What follows belongs to an exercise in optimizing a design on an open flow for small area and a short achievable clock period; a production flow would make more cautious choices.
RTL that was checked went through simulation tests only; none was proved equivalent to the original.
No activity file was given, so power comes from the tool's default toggle rates.

==> inputs of run A <==
## data_mem_resp
module data_mem_resp #(
  parameter int AW          = 8,
  parameter int DW          = 8,
  parameter int WAIT_CYCLES = 1
) (
  input  logic          clk,
  input  logic          rst,
  input  logic          nDRD,
  input  logic          nDWR,
  input  logic [AW-1:0] addr,
  input  logic [DW-1:0] din,
  output logic [DW-1:0] dout,
  output logic          doe,
  output logic          rdy,
  output logic          err
);
  logic          idle, r1, r2, w1, w2;
  logic          prevRd, prevWr, armed;
  logic          rdFall, wrFall, wd;
  logic [7:0]    lo, mid;
  logic [3:0]    hi;
  logic [DW-1:0] dinQ;
  logic [DW-1:0] ramRdata;
  logic          wpA, wpB;      
  assign rdFall = armed & prevRd & ~nDRD;
  assign wrFall = armed & prevWr & ~nDWR;
  assign wd     = rdy & ~doe;
  always_ff @(posedge clk) begin
    if (idle) begin
      for (int i = 0; i < 8; i++) lo[i]  <= (addr[2:0] == 3'(i));
      for (int i = 0; i < 8; i++) mid[i] <= (addr[5:3] == 3'(i));
      for (int i = 0; i < 4; i++) hi[i]  <= (addr[7:6] == 2'(i));
      dinQ <= din;
    end
  end
  dmem_ram #(.DW(DW)) u_ram (
    .clk  (clk),
    .wact (wpA | wpB),
    .lo   (lo),
    .mid  (mid),
    .hi   (hi),
    .wdata(dinQ),
    .rdata(ramRdata)
  );
  always_ff @(posedge clk) begin
    wpA <= w2 & rst;
    wpB <= wpA;
  end
  always_ff @(posedge clk) begin
    if (!rst) begin
      idle   <= 1'b1;
      r1     <= 1'b0;
      r2     <= 1'b0;
      w1     <= 1'b0;
      w2     <= 1'b0;
      prevRd <= 1'b1;
      prevWr <= 1'b1;
      armed  <= 1'b0;
      dout   <= '0;
      doe    <= 1'b0;
      rdy    <= 1'b0;
      err    <= 1'b0;
    end else begin
      prevRd <= nDRD;
      prevWr <= nDWR;
      armed  <= 1'b1;
  ...
==> module dmem_ram, before the edit <==
module dmem_ram #(
  parameter int DW = 8
) (
  input  logic          clk,
  input  logic          wact,     
  input  logic [7:0]    lo,       
  input  logic [7:0]    mid,      
  input  logic [3:0]    hi,       
  input  logic [DW-1:0] wdata,
  output logic [DW-1:0] rdata     
);
  logic [256*DW-1:0] q;           
  logic              ph;
  logic [63:0]       wl;
  logic [DW-1:0]     col  [4];
  logic [DW-1:0]     cand [4];
  always_ff @(posedge clk) begin
    if (ph) ph <= 1'b0;
    else    ph <= 1'b1;
  end
  always_comb begin
    for (int j = 0; j < 64; j++) wl[j] = mid[j / 8] & lo[j % 8];
    for (int g = 0; g < 4; g++) col[g] = {DW{wact & hi[g]}} & (wdata ^ {DW{ph}});
  end
  always_ff @(posedge clk) begin
    for (int r = 0; r < 256; r++)
      for (int b = 0; b < DW; b++)
        if (wl[r % 64] && col[r / 64][b]) q[r*DW+b] <= 1'b0;
        else                  q[r*DW+b] <= ~q[r*DW+b];
  end
  always_ff @(posedge clk) begin
    for (int g = 0; g < 4; g++) begin
      logic [DW-1:0] acc;
      acc = '0;
      for (int j = 0; j < 64; j++) acc = acc | (q[(g*64+j)*DW +: DW] & {DW{wl[j]}});
      cand[g] <= acc;
    end
  end
  always_comb begin
    rdata = '0;
    for (int g = 0; g < 4; g++) rdata = rdata | (cand[g] & {DW{hi[g]}});
    rdata = rdata ^ {DW{~ph}};
  end
endmodule
==> module data_mem_resp, before the edit <==
module data_mem_resp #(
  parameter int AW          = 8,
  parameter int DW          = 8,
  parameter int WAIT_CYCLES = 1
) (
  input  logic          clk,
  input  logic          rst,
  input  logic          nDRD,
  input  logic          nDWR,
  input  logic [AW-1:0] addr,
  input  logic [DW-1:0] din,
  output logic [DW-1:0] dout,
  output logic          doe,
  output logic          rdy,
  output logic          err
);
  logic          idle, r1, r2, w1, w2;
  logic          prevRd, prevWr, armed;
  logic          rdFall, wrFall, wd;
  logic [7:0]    lo, mid;
  logic [3:0]    hi;
  logic [DW-1:0] dinQ;
  logic [DW-1:0] ramRdata;
  logic          wpA, wpB;      
  assign rdFall = armed & prevRd & ~nDRD;
  assign wrFall = armed & prevWr & ~nDWR;
  assign wd     = rdy & ~doe;
  always_ff @(posedge clk) begin
    if (idle) begin
      for (int i = 0; i < 8; i++) lo[i]  <= (addr[2:0] == 3'(i));
      for (int i = 0; i < 8; i++) mid[i] <= (addr[5:3] == 3'(i));
      for (int i = 0; i < 4; i++) hi[i]  <= (addr[7:6] == 2'(i));
      dinQ <= din;
    end
  end
  dmem_ram #(.DW(DW)) u_ram (
    .clk  (clk),
    .wact (wpA | wpB),
    .lo   (lo),
    .mid  (mid),
    .hi   (hi),
    .wdata(dinQ),
    .rdata(ramRdata)
  );
  always_ff @(posedge clk) begin
    wpA <= w2 & rst;
    wpB <= wpA;
  end
  always_ff @(posedge clk) begin
    if (!rst) begin
      idle   <= 1'b1;
      r1     <= 1'b0;
      r2     <= 1'b0;
      w1     <= 1'b0;
      w2     <= 1'b0;
      prevRd <= 1'b1;
      prevWr <= 1'b1;
      armed  <= 1'b0;
      dout   <= '0;
      doe    <= 1'b0;
      rdy    <= 1'b0;
      err    <= 1'b0;
    end else begin
      prevRd <= nDRD;
      prevWr <= nDWR;
      armed  <= 1'b1;
      if ((idle && !nDRD && !nDWR) ||
          ((r1 || r2 || doe) && wrFall) ||
          ((w1 || w2 || wd) && rdFall))
        err <= 1'b1;
      idle <= (idle && !(nDWR ? rdFall : (nDRD && wrFall))) ||
              ((r1 || r2 || doe) && nDRD) ||
              (wd && nDWR);
      r1   <= idle && nDWR && rdFall;
      r2   <= r1 && !nDRD;
      w1   <= idle && nDRD && wrFall;
      w2   <= w1;
      if (r2 && !nDRD) dout <= ramRdata;
      doe  <= (r2 || doe) && !nDRD;
      rdy  <= ((r2 || doe) && !nDRD) || w2 || (wd && !nDWR);
    end
  end
endmodule
make LEC_CHECK=0 CAP_MARGIN=20 CORE_MARGIN=2 CORE_UTILIZATION=55 SETUP_SLACK_MARGIN=2.9 SLEW_MARGIN=20 finish   # period 5.5 ns
run.sh (not shown) runs the stock make flow with config.mk's settings and CLKGATE_MAP_FILE= SYNTH_SCRIPT=/design/flow/synth_recipe.tcl, a recipe that flattens the netlist after the stock synthesis.
==> inputs of run M, as changes to run A <==
--- a/flow/design.v
+++ b/flow/design.v
@@ -12,5 +12,4 @@
   input  logic          clk,
-  input  logic          wact,     
-  input  logic [7:0]    lo,       
-  input  logic [7:0]    mid,      
+  input  logic          wnext,    
+  input  logic [63:0]   wl,       
   input  logic [3:0]    hi,       
@@ -21,3 +20,2 @@
   logic              ph;
-  logic [63:0]       wl;
   logic [DW-1:0]     col  [4];
@@ -28,5 +26,10 @@
   end
+  logic [3:0]    wbank;
+  logic [DW-1:0] wbit;
+  always_ff @(posedge clk) begin
+    wbank <= {4{wnext}} & hi;
+    wbit  <= wdata ^ {DW{~ph}};
+  end
   always_comb begin
-    for (int j = 0; j < 64; j++) wl[j] = mid[j / 8] & lo[j % 8];
-    for (int g = 0; g < 4; g++) col[g] = {DW{wact & hi[g]}} & (wdata ^ {DW{ph}});
+    for (int g = 0; g < 4; g++) col[g] = {DW{wbank[g]}} & wbit;
   end
@@ -38,8 +41,25 @@
   end
-  always_ff @(posedge clk) begin
-    for (int g = 0; g < 4; g++) begin
-      logic [DW-1:0] acc;
-      acc = '0;
-      for (int j = 0; j < 64; j++) acc = acc | (q[(g*64+j)*DW +: DW] & {DW{wl[j]}});
-      cand[g] <= acc;
+  logic [21:0] grp [4][DW];
+  for (genvar g = 0; g < 4; g++) begin : g_bank
+    for (genvar b = 0; b < DW; b++) begin : g_bit
+      for (genvar k = 0; k < 21; k++) begin : g_a3
+        dmem_aoi222 u_aoi (
+          .a0(q[(g*64+3*k  )*DW+b]), .s0(wl[3*k  ]),
+          .a1(q[(g*64+3*k+1)*DW+b]), .s1(wl[3*k+1]),
+          .a2(q[(g*64+3*k+2)*DW+b]), .s2(wl[3*k+2]),
+          .y (grp[g][b][k])
+        );
+      end
+      dmem_nand2 u_a1 (.a(q[(g*64+63)*DW+b]), .b(wl[63]), .y(grp[g][b][21]));
+      logic [5:0] or12;
+      logic [2:0] nor24;
+      for (genvar k = 0; k < 5; k++) begin : g_n4
+        dmem_nand4 u_n4 (.a(grp[g][b][4*k]), .b(grp[g][b][4*k+1]),
+                         .c(grp[g][b][4*k+2]), .d(grp[g][b][4*k+3]), .y(or12[k]));
+      end
+      dmem_nand2 u_n2 (.a(grp[g][b][20]), .b(grp[g][b][21]), .y(or12[5]));
+      for (genvar k = 0; k < 3; k++) begin : g_o2
+        dmem_nor2 u_o2 (.a(or12[2*k]), .b(or12[2*k+1]), .y(nor24[k]));
+      end
+      always_ff @(posedge clk) cand[g][b] <= ~&nor24;
     end
@@ -51,2 +71,26 @@
   end
+endmodule
+module dmem_aoi222 (
+  input  logic a0, s0, a1, s1, a2, s2,
+  output logic y
+);
+  assign y = ~((a0 & s0) | (a1 & s1) | (a2 & s2));
+endmodule
+module dmem_nand4 (
+  input  logic a, b, c, d,
+  output logic y
+);
+  assign y = ~(a & b & c & d);
+endmodule
+module dmem_nand2 (
+  input  logic a, b,
+  output logic y
+);
+  assign y = ~(a & b);
+endmodule
+module dmem_nor2 (
+  input  logic a, b,
+  output logic y
+);
+  assign y = ~(a | b);
 endmodule
@@ -71,3 +115,3 @@
   logic          rdFall, wrFall, wd;
-  logic [7:0]    lo, mid;
+  logic [63:0]   wl;
   logic [3:0]    hi;
@@ -75,3 +119,3 @@
   logic [DW-1:0] ramRdata;
-  logic          wpA, wpB;      
+  logic          wpA;           
   assign rdFall = armed & prevRd & ~nDRD;
@@ -81,4 +125,3 @@
     if (idle) begin
-      for (int i = 0; i < 8; i++) lo[i]  <= (addr[2:0] == 3'(i));
-      for (int i = 0; i < 8; i++) mid[i] <= (addr[5:3] == 3'(i));
+      for (int i = 0; i < 64; i++) wl[i] <= (addr[5:0] == 6'(i));
       for (int i = 0; i < 4; i++) hi[i]  <= (addr[7:6] == 2'(i));
@@ -89,5 +132,4 @@
     .clk  (clk),
-    .wact (wpA | wpB),
-    .lo   (lo),
-    .mid  (mid),
+    .wnext((w2 & rst) | wpA),
+    .wl   (wl),
     .hi   (hi),
@@ -96,6 +138,3 @@
   );
-  always_ff @(posedge clk) begin
-    wpA <= w2 & rst;
-    wpB <= wpA;
-  end
+  always_ff @(posedge clk) wpA <= w2 & rst;
   always_ff @(posedge clk) begin
Settings changed: CORE_UTILIZATION 55 to 62, CTS_CLUSTER_DIAMETER set to 80, CTS_CLUSTER_SIZE set to 30, SETUP_SLACK_MARGIN 2.9 to 3.3, SYNTH_HIERARCHICAL set to 1.
==> inputs of run D, as changes to run A <==
==> flow/design.v (replaced) <==
package data_mem_resp_pkg;
  localparam logic [2:0] IDLE   = 3'd0;
  localparam logic [2:0] RWAIT  = 3'd1;
  localparam logic [2:0] RDRIVE = 3'd2;
  localparam logic [2:0] WWAIT  = 3'd3;
  localparam logic [2:0] WDONE  = 3'd4;
  localparam logic [4:0] OP_STA = 5'b01100;
  localparam logic [4:0] OP_LDA = 5'b01110;
endpackage
module dmem_ram #(
  parameter int AW = 8,
  parameter int DW = 8
) (
  input  logic          clk,
  input  logic          we,
  input  logic [AW-1:0] addr,
  input  logic [DW-1:0] wdata,
  output logic [DW-1:0] rdata
);
  logic [DW-1:0] mem [2**AW];
  always_ff @(posedge clk) begin
    if (we) mem[addr] <= wdata;
    rdata <= mem[addr];
  end
endmodule
module data_mem_resp #(
  parameter int AW          = 8,
  parameter int DW          = 8,
  parameter int WAIT_CYCLES = 1
) (
  input  logic          clk,
  input  logic          rst,
  input  logic          nDRD,
  input  logic          nDWR,
  input  logic [AW-1:0] addr,
  input  logic [DW-1:0] din,
  output logic [DW-1:0] dout,
  output logic          doe,
  output logic          rdy,
  output logic          err
);
  localparam logic [3:0] CNT_INIT = 4'(WAIT_CYCLES);
  logic [2:0]    state;
  logic [3:0]    cnt;
  logic          prevRd, prevWr, armed;
  logic [AW-1:0] addrQ;
  logic [DW-1:0] dinQ;
  logic          rdFall, wrFall;
  logic          ramWe;
  logic [AW-1:0] ramAddr;
  logic [DW-1:0] ramRdata;
  assign rdFall = armed & prevRd & ~nDRD;
  assign wrFall = armed & prevWr & ~nDWR;
  always_comb begin
    ramWe   = rst && (state == data_mem_resp_pkg::WWAIT) && (cnt == '0);
    ramAddr = (state == data_mem_resp_pkg::IDLE) ? addr : addrQ;
  end
  dmem_ram #(.AW(AW), .DW(DW)) u_ram (
    .clk  (clk),
    .we   (ramWe),
    .addr (ramAddr),
    .wdata(dinQ),
    .rdata(ramRdata)
  );
  always_ff @(posedge clk) begin
    if (state == data_mem_resp_pkg::IDLE && !(!nDRD && !nDWR) && (rdFall || wrFall)) begin
      addrQ <= addr;
      if (!rdFall) dinQ <= din;
    end
  end
  always_ff @(posedge clk) begin
    if (!rst) begin
      state  <= data_mem_resp_pkg::IDLE;
      cnt    <= '0;
      prevRd <= 1'b1;
      prevWr <= 1'b1;
      armed  <= 1'b0;
      dout   <= '0;
      doe    <= 1'b0;
      rdy    <= 1'b0;
      err    <= 1'b0;
    end else begin
      prevRd <= nDRD;
      prevWr <= nDWR;
      armed  <= 1'b1;
      case (state)
        data_mem_resp_pkg::IDLE: begin
          if (!nDRD && !nDWR) begin
            err <= 1'b1;
          end else if (rdFall) begin
            cnt   <= CNT_INIT;
            state <= data_mem_resp_pkg::RWAIT;
          end else if (wrFall) begin
            cnt   <= CNT_INIT;
            state <= data_mem_resp_pkg::WWAIT;
          end
        end
        data_mem_resp_pkg::RWAIT: begin
          if (wrFall) err <= 1'b1;
          if (nDRD) begin
            state <= data_mem_resp_pkg::IDLE;
          end else if (cnt != '0) begin
            cnt <= cnt - 4'd1;
          end else begin
            dout  <= ramRdata;
            doe   <= 1'b1;
            rdy   <= 1'b1;
            state <= data_mem_resp_pkg::RDRIVE;
          end
        end
        data_mem_resp_pkg::RDRIVE: begin
          if (wrFall) err <= 1'b1;
          if (nDRD) begin
            doe   <= 1'b0;
            rdy   <= 1'b0;
            state <= data_mem_resp_pkg::IDLE;
          end
        end
        data_mem_resp_pkg::WWAIT: begin
          if (rdFall) err <= 1'b1;
          if (cnt != '0) begin
            cnt <= cnt - 4'd1;
          end else begin
            rdy   <= 1'b1;
            state <= data_mem_resp_pkg::WDONE;
          end
        end
        data_mem_resp_pkg::WDONE: begin
          if (rdFall) err <= 1'b1;
          if (nDWR) begin
            rdy   <= 1'b0;
            state <= data_mem_resp_pkg::IDLE;
          end
        end
        default: state <= data_mem_resp_pkg::IDLE;
      endcase
    end
  end
endmodule
Settings changed: CORE_UTILIZATION 55 to 40, SETUP_SLACK_MARGIN 2.9 to not set.
==> inputs of run E, as changes to run A <==
--- a/flow/design.v
+++ b/flow/design.v
@@ -12,3 +12,3 @@
   input  logic          clk,
-  input  logic          wact,     
+  input  logic          we,       
   input  logic [7:0]    lo,       
@@ -19,14 +19,7 @@
 );
-  logic [256*DW-1:0] q;           
-  logic              ph;
-  logic [63:0]       wl;
-  logic [DW-1:0]     col  [4];
-  logic [DW-1:0]     cand [4];
-  always_ff @(posedge clk) begin
-    if (ph) ph <= 1'b0;
-    else    ph <= 1'b1;
-  end
+  logic [DW-1:0] mem  [256];
+  logic [63:0]   wl;
+  logic [DW-1:0] cand [4];
   always_comb begin
     for (int j = 0; j < 64; j++) wl[j] = mid[j / 8] & lo[j % 8];
-    for (int g = 0; g < 4; g++) col[g] = {DW{wact & hi[g]}} & (wdata ^ {DW{ph}});
   end
@@ -34,5 +27,3 @@
     for (int r = 0; r < 256; r++)
-      for (int b = 0; b < DW; b++)
-        if (wl[r % 64] && col[r / 64][b]) q[r*DW+b] <= 1'b0;
-        else                  q[r*DW+b] <= ~q[r*DW+b];
+      if (we && hi[r / 64] && wl[r % 64]) mem[r] <= wdata;
   end
@@ -42,3 +33,3 @@
       acc = '0;
-      for (int j = 0; j < 64; j++) acc = acc | (q[(g*64+j)*DW +: DW] & {DW{wl[j]}});
+      for (int j = 0; j < 64; j++) acc = acc | (mem[g * 64 + j] & {DW{wl[j]}});
       cand[g] <= acc;
@@ -49,3 +40,2 @@
     for (int g = 0; g < 4; g++) rdata = rdata | (cand[g] & {DW{hi[g]}});
-    rdata = rdata ^ {DW{~ph}};
   end
@@ -75,3 +65,2 @@
   logic [DW-1:0] ramRdata;
-  logic          wpA, wpB;      
   assign rdFall = armed & prevRd & ~nDRD;
@@ -89,3 +78,3 @@
     .clk  (clk),
-    .wact (wpA | wpB),
+    .we   (rst & w2),
     .lo   (lo),
@@ -96,6 +85,2 @@
   );
-  always_ff @(posedge clk) begin
-    wpA <= w2 & rst;
-    wpB <= wpA;
-  end
   always_ff @(posedge clk) begin
Settings changed: CORE_UTILIZATION 55 to 40, SETUP_SLACK_MARGIN 2.9 to not set.
==> qor summary <==
Post-placement cell area: run D 86800 um^2; run A 71460 um^2; run M 67840 um^2; run E 82050 um^2
Detailed-route wire length: run D 230400 um; run A 259400 um; run M 190400 um; run E 224400 um
Status: run D timing/DRC/antenna clean; run A timing/DRC/antenna clean; run M timing/DRC/antenna clean; run E timing/DRC/antenna clean
Per-instance average area after synthesis: run D 13.89 um^2; run A 10.33 um^2; run M 11.41 um^2; run E 17.25 um^2
Clk pwr: run D 13.9 mW; run A 14.6 mW; run M 7.59 mW; run E 14.3 mW
Synthesized instance count: run D 5919; run A 6803; run M 5901; run E 4572
Number of nets in the synthesized netlist: run D 5941; run A 6823; run M 5921; run E 4592
Highest routed layer: run D met5; run A met5; run M met4; run E met5
Top_reg_cell synth: run D sky130_fd_sc_hd__edfxtp_1; run A sky130_fd_sc_hd__dfxtp_1; run M sky130_fd_sc_hd__dfxtp_1; run E sky130_fd_sc_hd__edfxtp_1
Worst slack after detailed placement: run D 0.08563 ns; run A 1.905 ns; run M 2.486 ns; run E 1.271 ns
Critical Path Sink Type: run D register; run A register; run M output port; run E register
H-Tree Level Count: run D 4; run A 4; run M 3; run E 4
Reg-to-reg slack, setup: run D 0.78 ns; run A 2.79 ns; run M 3.28 ns; run E 2.22 ns
Synthesized-area fraction occupied by xor and xnor cells: run D 0.0002131; run A 0.001995; run M 0.002081; run E 0
Die footprint: run D 209100 um^2; run A 130600 um^2; run M 111300 um^2; run E 200700 um^2
Internal power of the cells: run D 26.63 mW; run A 25.44 mW; run M 20.09 mW; run E 26.98 mW
No functional check of the RTL was part of run A and run E.

==> what the ideal ports hide <==
The flow's constraints put no driver on any port. The routed layouts listed below were extracted and timed again, unchanged, in two steps. Step 1 sets driving cells, clkbuf_16 on the clock port and buf_2 on the other inputs (assumed; they add their load-dependent delay and slew). Step 2 moves the port delays by t, midway between the first and last clock arrival at a register: inputs arrive t later, outputs are due t later. That takes back most of the time a late clock gives input paths. Three values: no drivers, after step 1, after step 2; two values: the first two.
run | shift t [ns] | setup WS [ns] | worst hold slack (ns) | worst register clock-pin slew, ns | worst slew at a driven data input, ns
run A | 0.915 | 2.788 / 2.788 / 2.788 | 0.402 / 0.402 / 0.402 | 0.07 / 0.07 | 0.05
run M | 0.778 | 3.229 / 3.152 / 2.567 | 0.412 / 0.412 / 0.412 | 0.12 / 0.12 | 0.10
run D | 0.908 | 0.778 / 0.778 / 0.033 | 0.476 / 0.476 / 0.476 | 0.07 / 0.07 | 0.10
run E | 0.914 | 2.062 / 2.117 / 1.203 | 0.459 / 0.459 / 0.459 | 0.07 / 0.07 | 0.07
After both steps setup and hold are still met in every run listed. For run E, which loses most, drivers alone change the setup slack by +0.055 ns; drivers and shift together by -0.859 ns.
